Context: an optimization exercise on an open-source flow, tuned for small area and a short achievable clock period. The choices shown serve that exercise and are no tape-out recipe. The RTL was checked by simulation tests, not by an equivalence proof against the original design. Power figures rest on the tool's default switching activity, not on a simulated workload.

==> flow/design.v (excerpt) <==
module noc_mesh (
    input  wire       clk,
    input  wire       reset,
    input  wire [6:0] west_in,
    input  wire [6:0] south_in,
    input  wire [6:0] east_in,
    input  wire [6:0] north_in,
    input  wire [1:0] west_sel,
    input  wire [1:0] south_sel,
    input  wire [1:0] east_sel,
    input  wire [1:0] north_sel,
    output wire [6:0] west_out,
    output wire [6:0] south_out,
    output wire [6:0] east_out,
    output wire [6:0] north_out
);
For scale: roughly 9200 flip-flops, roughly 66 I/O pins, about 310000 um^2 of cells after synthesis.
clock: 6.0 ns
lec_check: 0
cap_margin: 20
core_margin: 2
core_utilization: 60
cts_cluster_diameter: 100
cts_cluster_size: 20
place_density: 0.65
setup_slack_margin: 3.3
slew_margin: 20
run.sh (not shown) runs the stock make flow with config.mk's settings and CLKGATE_MAP_FILE= SYNTH_SCRIPT=/design/flow/synth_recipe.tcl, a recipe that flattens the netlist after the stock synthesis.
==> next run, changes <==
Settings changed: CORE_UTILIZATION 60 to 57, PLACE_DENSITY 0.65 to 0.63, SETUP_SLACK_MARGIN 3.3 to 3.0.
Register-to-register slack hardly moves.
Global-route usage shrinks by 1.9 points.
Clock-buffer cell count shrinks by 11.
Power is about the same.
Hold slack improved by 0.018 ns.
Setup slack improved by 0.050 ns.
Flip-flop and latch count is unchanged.
Sequential share of layout area grows by 0.59 points.
==> next run, changes <==
Settings changed: CORE_UTILIZATION 57 to 60, PLACE_DENSITY 0.63 to 0.7.
First-iteration DRC count rose by about 2%.
Setup slack gains 0.013 ns.
Core utilization rose by 3.2 points.
Maximum frequency rose by 0.42%.
Global-route usage rose by 1.4 points.
Wire length fell by about 2%.
Register-to-register slack barely changes.
Area after synthesis does not change.
Clock skew rose by 0.014 ns.
==> next run, changes <==
Settings changed: PLACE_DENSITY 0.7 to 0.65.
Flip-flop and latch count does not change.
Final area barely changes.
Cell count barely changes.
Global-route usage came out higher by 0.19 points.
Clock-buffer cell count came out lower by 5.
Hold slack gains 0.0057 ns.
Maximum frequency came out lower by 0.62%.
Worst setup slack loses 0.020 ns.
Power stays the same.
Wire length came out higher by 0.52%.
Utilization stays flat.

---

noc_mesh, a different RTL version from the one above (not shown whole).
Size in the first run: roughly 23,000 cells after synthesis, about 66 I/O pins, ~310,000 µm² of cells after synthesis.
Design noc_mesh, start of the top module:
module noc_mesh (
    input  wire       clk,
    input  wire       reset,
    input  wire [6:0] west_in,
    input  wire [6:0] south_in,
    input  wire [6:0] east_in,
    input  wire [6:0] north_in,
    input  wire [1:0] west_sel,
    input  wire [1:0] south_sel,
    input  wire [1:0] east_sel,
    input  wire [1:0] north_sel,
    output wire [6:0] west_out,
    output wire [6:0] south_out,
    output wire [6:0] east_out,
    output wire [6:0] north_out
);
Settings: LEC_CHECK=0, CAP_MARGIN=20, CORE_MARGIN=2, CORE_UTILIZATION=65, CTS_CLUSTER_DIAMETER=100, CTS_CLUSTER_SIZE=20, PLACE_DENSITY=0.72, SETUP_SLACK_MARGIN=3.0, SLEW_MARGIN=20; clock period 6.0 ns.
The baseline finished with timing, DRC and antenna clean.
Edit:
- CORE_UTILIZATION: 65 -> 60
- PLACE_DENSITY: 0.72 -> 0.65
Power is about the same. Cell count went up by 2.0%. Global-route usage shrinks by 3.0 points. Clock power stays flat. Worst setup slack gains 0.083 ns. Design area is about the same. Sequential power is about the same. Utilization went down by 5.4 points.

---

## the reference run
Another version of the RTL of noc_mesh (not shown whole).
Size: roughly 23000 cells after synthesis, roughly 9000 flip-flops, ~310000 sq um of cells after synthesis.
export LEC_CHECK = 0
export CAP_MARGIN = 20
export CORE_MARGIN = 2
export CORE_UTILIZATION = 60
export CTS_CLUSTER_DIAMETER = 100
export CTS_CLUSTER_SIZE = 20
export PLACE_DENSITY = 0.65
export SETUP_SLACK_MARGIN = 2.8
export SLEW_MARGIN = 20
create_clock -name core_clock -period 6.0 [get_ports {clk}]
diff inputs: the reference run => the trial run
Settings: changing SETUP_SLACK_MARGIN from 2.8 to 3.0.
Results
The trial run finished all stages; the layout is clean.
Of the two values seen for end point of the critical path, north_out[6] was produced by the trial run and g_col[1].g_row[2].router_inst.g_in[1].v1$_SDFF_PP0_ by the reference run.
Re core outline area: no difference whatsoever between the reference run and the trial run.
Remaining antenna violation count came out exactly the same in the trial run and the reference run.
Lower total track usage was reported by the reference run, not the trial run.
[compare] base=the reference run new=the trial run: clock-buffer cell count level, routed length on met3 moved up.
Total number of cells along the worst setup path: lower on the trial run

==> separate check: timing with driven ports <==
In the flow no input, the clock included, has a driving cell. The finished layouts below were timed again as built, in two steps. Step 1 (the two cells are an assumption about what drives the block):
set clk [get_ports {clk}]
set_driving_cell -lib_cell sky130_fd_sc_hd__clkbuf_16 $clk
set_driving_cell -lib_cell sky130_fd_sc_hd__buf_2 [delete_from_list [all_inputs] $clk]
Step 2 moves the port delays by t, midway between the first and last clock arrival at a register: inputs arrive t later, outputs are due t later. That takes back most of the time a late clock gives input paths. Three values: no drivers, after step 1, after step 2; two values: the first two.
run	shift t [ns]	setup WS [ns]	worst data-port slew with drivers (ns)
the first run of note 1	1.251	2.722 / 2.620 / 2.490	0.06
the second run of note 1	1.255	2.773 / 2.634 / 2.422	0.05
the third run of note 1	1.259	2.786 / 2.647 / 2.428	0.06
the fourth run of note 1	1.232	2.766 / 2.633 / 2.567	0.06
the first run of note 2	1.258	2.685 / 2.613 / 2.423	0.12
the second run of note 2	1.228	2.768 / 2.669 / 2.462	0.12
the reference run	1.238	2.664 / 2.664 / 2.355	0.05
the trial run	1.232	2.821 / 2.689 / 2.298	0.05
After both steps setup and hold are still met in every run listed. For the trial run, which loses most, drivers alone change the setup slack by -0.132 ns; drivers and shift together by -0.523 ns.
